What follows belongs to an exercise in optimizing a design on an open flow for a short achievable clock period and few clock cycles; a production flow would make more cautious choices.
Only simulation tests tie the RTL to the original design; equivalence was not proved.
Power is estimated from default activity; no workload was simulated.

==> run Y <==
Design cache_ctrl, start of the top module:
module cache_ctrl #(
  parameter int unsigned BITS         = 16,
  parameter int unsigned ADDRESS_BITS = 16,
  parameter int unsigned INDEX_BITS   = 6,
  parameter int unsigned OFFSET_BITS  = 2
) (
  input  logic                    CLK,
  input  logic                    RST,
  input  logic [ADDRESS_BITS-1:0] cpu_addr,
  input  logic [BITS-1:0]         cpu_din,
  output logic [BITS-1:0]         cpu_dout,
  input  logic                    cpu_rd,
  input  logic                    cpu_wr,
  output logic                    cpu_ready,
  input  logic                    flush,
  output logic                    busy,
  output logic [ADDRESS_BITS-1:0] mem_addr,
  input  logic [BITS-1:0]         mem_din,
  output logic [BITS-1:0]         mem_dout,
  output logic                    mem_rd,
  output logic                    mem_wr,
  input  logic                    mem_ack,
  output logic [cache_pkg::StatsWidth-1:0] hit_count,
  output logic [cache_pkg::StatsWidth-1:0] miss_count
);
make LEC_CHECK=0 CAP_MARGIN=40 CORE_MARGIN=2 CORE_UTILIZATION=45 PLACE_DENSITY=0.6 SETUP_SLACK_MARGIN=4.3 SLEW_MARGIN=40 SYNTH_MEMORY_MAX_BITS=8192 TNS_END_PERCENT=100 finish   # period 7.0 ns
run.sh (not shown) runs the stock make flow with config.mk's settings and CLKGATE_MAP_FILE= SYNTH_SCRIPT=/design/flow/synth_recipe.tcl, a recipe that flattens the netlist after the stock synthesis.
==> run A: changes against run Y <==
--- a/flow/design.v
+++ b/flow/design.v
@@ -135,19 +135,14 @@
   logic                    wr_hit_q, alloc_q;
   logic                    stat_hit_q, stat_miss_q;
   logic [LbEntries-1:0]    lb_valid_q;
   logic [LineAw-1:0]       lb_line_q [LbEntries];
   logic [LineWords-1:0]    lb_wv_q   [LbEntries];
   logic [BITS-1:0]         lb_data_q [LbEntries][LineWords];
   logic [LbAw-1:0]         lb_vp_q;       
-  logic [LbEntries-1:0]    lb_ref_q;      
-  logic [LbAw-1:0]         lb_vic;        
-  logic [LbEntries-1:0]    lb_skip;       
-  logic [LbAw-1:0]         lb_vic_q;      
-  logic [LbEntries-1:0]    lb_skip_q;
   logic [LbAw-1:0]         lb_fe_q   [Slots];    
   logic [Slots-1:0]        lb_fcap_q;
   logic                    lb_ld_q;       
   logic [LineAw-1:0]       lb_ld_line_q;
   logic [LineBits-1:0]     lb_ld_data_q;
   logic [BITS-1:0]    data_mem [DataWords];
   logic [PerGrp-1:0]  lo_sel;
@@ -388,43 +383,20 @@
   end
   always_ff @(posedge CLK) begin
     if (rst_q) lb_ld_q <= 1'b0;
     else       lb_ld_q <= lb_load;
     lb_ld_line_q <= addr_q[ADDRESS_BITS-1:OFFSET_BITS];
     lb_ld_data_q <= line_b;
   end
-  logic lb_found;
-  always_comb begin
-    lb_found = 1'b0;
-    lb_vic  = lb_vp_q;
-    lb_skip = '0;
-    for (int k = 0; k < LbEntries; k++) begin
-      if (!lb_found) begin
-        if (!lb_valid_q[LbAw'(lb_vp_q + LbAw'(k))] || !lb_ref_q[LbAw'(lb_vp_q + LbAw'(k))]) begin
-          lb_found = 1'b1;
-          lb_vic   = LbAw'(lb_vp_q + LbAw'(k));
-        end else begin
-          lb_skip[LbAw'(lb_vp_q + LbAw'(k))] = 1'b1;
-        end
-      end
-    end
-    if (!lb_found) lb_skip = '1;
-  end
-  always_ff @(posedge CLK) begin
-    lb_vic_q  <= lb_vic;
-    lb_skip_q <= lb_skip;
-  end
   always_ff @(posedge CLK) begin
     if (rst_q || flush) begin
       lb_valid_q <= '0;
       lb_fcap_q  <= '0;
       lb_vp_q    <= '0;
-      lb_ref_q   <= '0;
     end else begin
-      if (fast) lb_ref_q <= lb_ref_q | lb_hit;
       if (ack_rd && lb_fcap_q[acc_slot_q]) begin
         lb_data_q[lb_fe_q[acc_slot_q]][faddr_q[OFFSET_BITS-1:0]] <= mem_din;
         lb_wv_q[lb_fe_q[acc_slot_q]][faddr_q[OFFSET_BITS-1:0]]   <= 1'b1;
       end
       for (int f = 0; f < Slots; f++) begin
         if (!fv_d[f]) lb_fcap_q[f] <= 1'b0;
         if (slot_alloc && (fline_q[f][INDEX_BITS-1:0] == cpu_addr[OFFSET_BITS +: INDEX_BITS])) begin
@@ -442,32 +414,30 @@
           if (lb_line_q[e][INDEX_BITS-1:0] == addr_q[OFFSET_BITS +: INDEX_BITS]) begin
             lb_valid_q[e] <= 1'b0;
           end
         end
       end
       if (slot_alloc || lb_ld_q) begin
         for (int f = 0; f < Slots; f++) begin
-          if (lb_fe_q[f] == lb_vic_q) lb_fcap_q[f] <= 1'b0;
+          if (lb_fe_q[f] == lb_vp_q) lb_fcap_q[f] <= 1'b0;
         end
-        lb_valid_q[lb_vic_q] <= 1'b1;
-        lb_vp_q            <= lb_vic_q + 1'b1;
-        lb_ref_q           <= lb_ref_q & ~lb_skip_q;
-        lb_ref_q[lb_vic_q]   <= 1'b0;
+        lb_valid_q[lb_vp_q] <= 1'b1;
+        lb_vp_q             <= lb_vp_q + 1'b1;
       end
       if (lb_ld_q) begin
-        lb_line_q[lb_vic_q]   <= lb_ld_line_q;
-        lb_wv_q[lb_vic_q]     <= '1;
+        lb_line_q[lb_vp_q]  <= lb_ld_line_q;
+        lb_wv_q[lb_vp_q]    <= '1;
         for (int w = 0; w < LineWords; w++) begin
-          lb_data_q[lb_vic_q][w] <= lb_ld_data_q[w*BITS +: BITS];
+          lb_data_q[lb_vp_q][w] <= lb_ld_data_q[w*BITS +: BITS];
         end
       end
       if (slot_alloc) begin
-        lb_line_q[lb_vic_q]     <= cpu_addr[ADDRESS_BITS-1:OFFSET_BITS];
-        lb_wv_q[lb_vic_q]       <= '0;
-        lb_fe_q[alloc_slot]   <= lb_vic_q;
+        lb_line_q[lb_vp_q]    <= cpu_addr[ADDRESS_BITS-1:OFFSET_BITS];
+        lb_wv_q[lb_vp_q]      <= '0;
+        lb_fe_q[alloc_slot]   <= lb_vp_q;
         lb_fcap_q[alloc_slot] <= 1'b1;
       end
     end
   end
   assign cpu_ready = ready_q;
   assign cpu_dout  = dout_q;
   assign busy      = busy_q;
==> flow/config.mk (replaced) <==
export PLATFORM = sky130hd
export DESIGN_NAME = cache_ctrl
export DESIGN_NICKNAME = cache_ctrl
export VERILOG_FILES = /design/flow/design.v
export SDC_FILE = /design/flow/constraint.sdc
export NUM_CORES = 4
export LEC_CHECK = 0
export CAP_MARGIN = 20
export CORE_MARGIN = 2
export CORE_UTILIZATION = 45
export PLACE_DENSITY = 0.6
export SETUP_SLACK_MARGIN = 4.3
export SLEW_MARGIN = 20
export SYNTH_MEMORY_MAX_BITS = 8192
export TNS_END_PERCENT = 100
==> impl_results.md <==
* Outcome: finished clean
* Num rows at 263
* Most used cells in the layout excluding fill and tap cells: sky130_fd_sc_hd__edfxtp_1, sky130_fd_sc_hd__a22o_1, sky130_fd_sc_hd__a221oi_1, sky130_fd_sc_hd__clkbuf_16, sky130_fd_sc_hd__nor2_1
* Share of power burned in combinational logic at 0.083
* Layout non-clock buf frac at 0.0618
# the run above: run A

==> impl_results.md <==
* Num rows at 264
* Layout non-clock buf frac at 0.0770
* Synthesized netlist net count at 14288
* Share of power burned in combinational logic at 0.087
* Outcome: finished clean
* Most used cells in the layout excluding fill and tap cells: sky130_fd_sc_hd__edfxtp_1, sky130_fd_sc_hd__a22o_1, sky130_fd_sc_hd__a221oi_1, sky130_fd_sc_hd__clkbuf_16, sky130_fd_sc_hd__nor2_1
# the run above: run Y

Testbench counts of run Y, summed over its fixed seeds: cycles 104,121.
Testbench counts of run A, summed over its fixed seeds: cycles 104,583.

==> what the ideal ports hide <==
In the flow no input, the clock included, has a driving cell. The finished layouts below were timed again as built, in two steps.
Step 1: set_driving_cell puts a clkbuf_16 on CLK and a buf_2 on each other input, an assumption about the parent block.
Step 2 moves the port delays by t, midway between the first and last clock arrival at a register: inputs arrive t later, outputs are due t later. That takes back most of the time a late clock gives input paths.
a / b / c = no drivers / after step 1 / after step 2; a / b = the first two.
| run | shift t [ns] | setup WS [ns] | worst hold slack (ns) | worst slew at a driven data input, ns |
|---|---|---|---|---|
| run Y | 1.230 | 3.855 / 3.820 / 2.589 | 0.389 / 0.389 / 0.389 | 0.42 |
| run A | 1.208 | 3.938 / 3.761 / 2.554 | 0.428 / 0.428 / 0.428 | 0.52 |
After both steps setup and hold are still met in every run listed. The setup slack of run A, which loses most, moves by -0.177 ns with the drivers and by -1.384 ns with both steps.
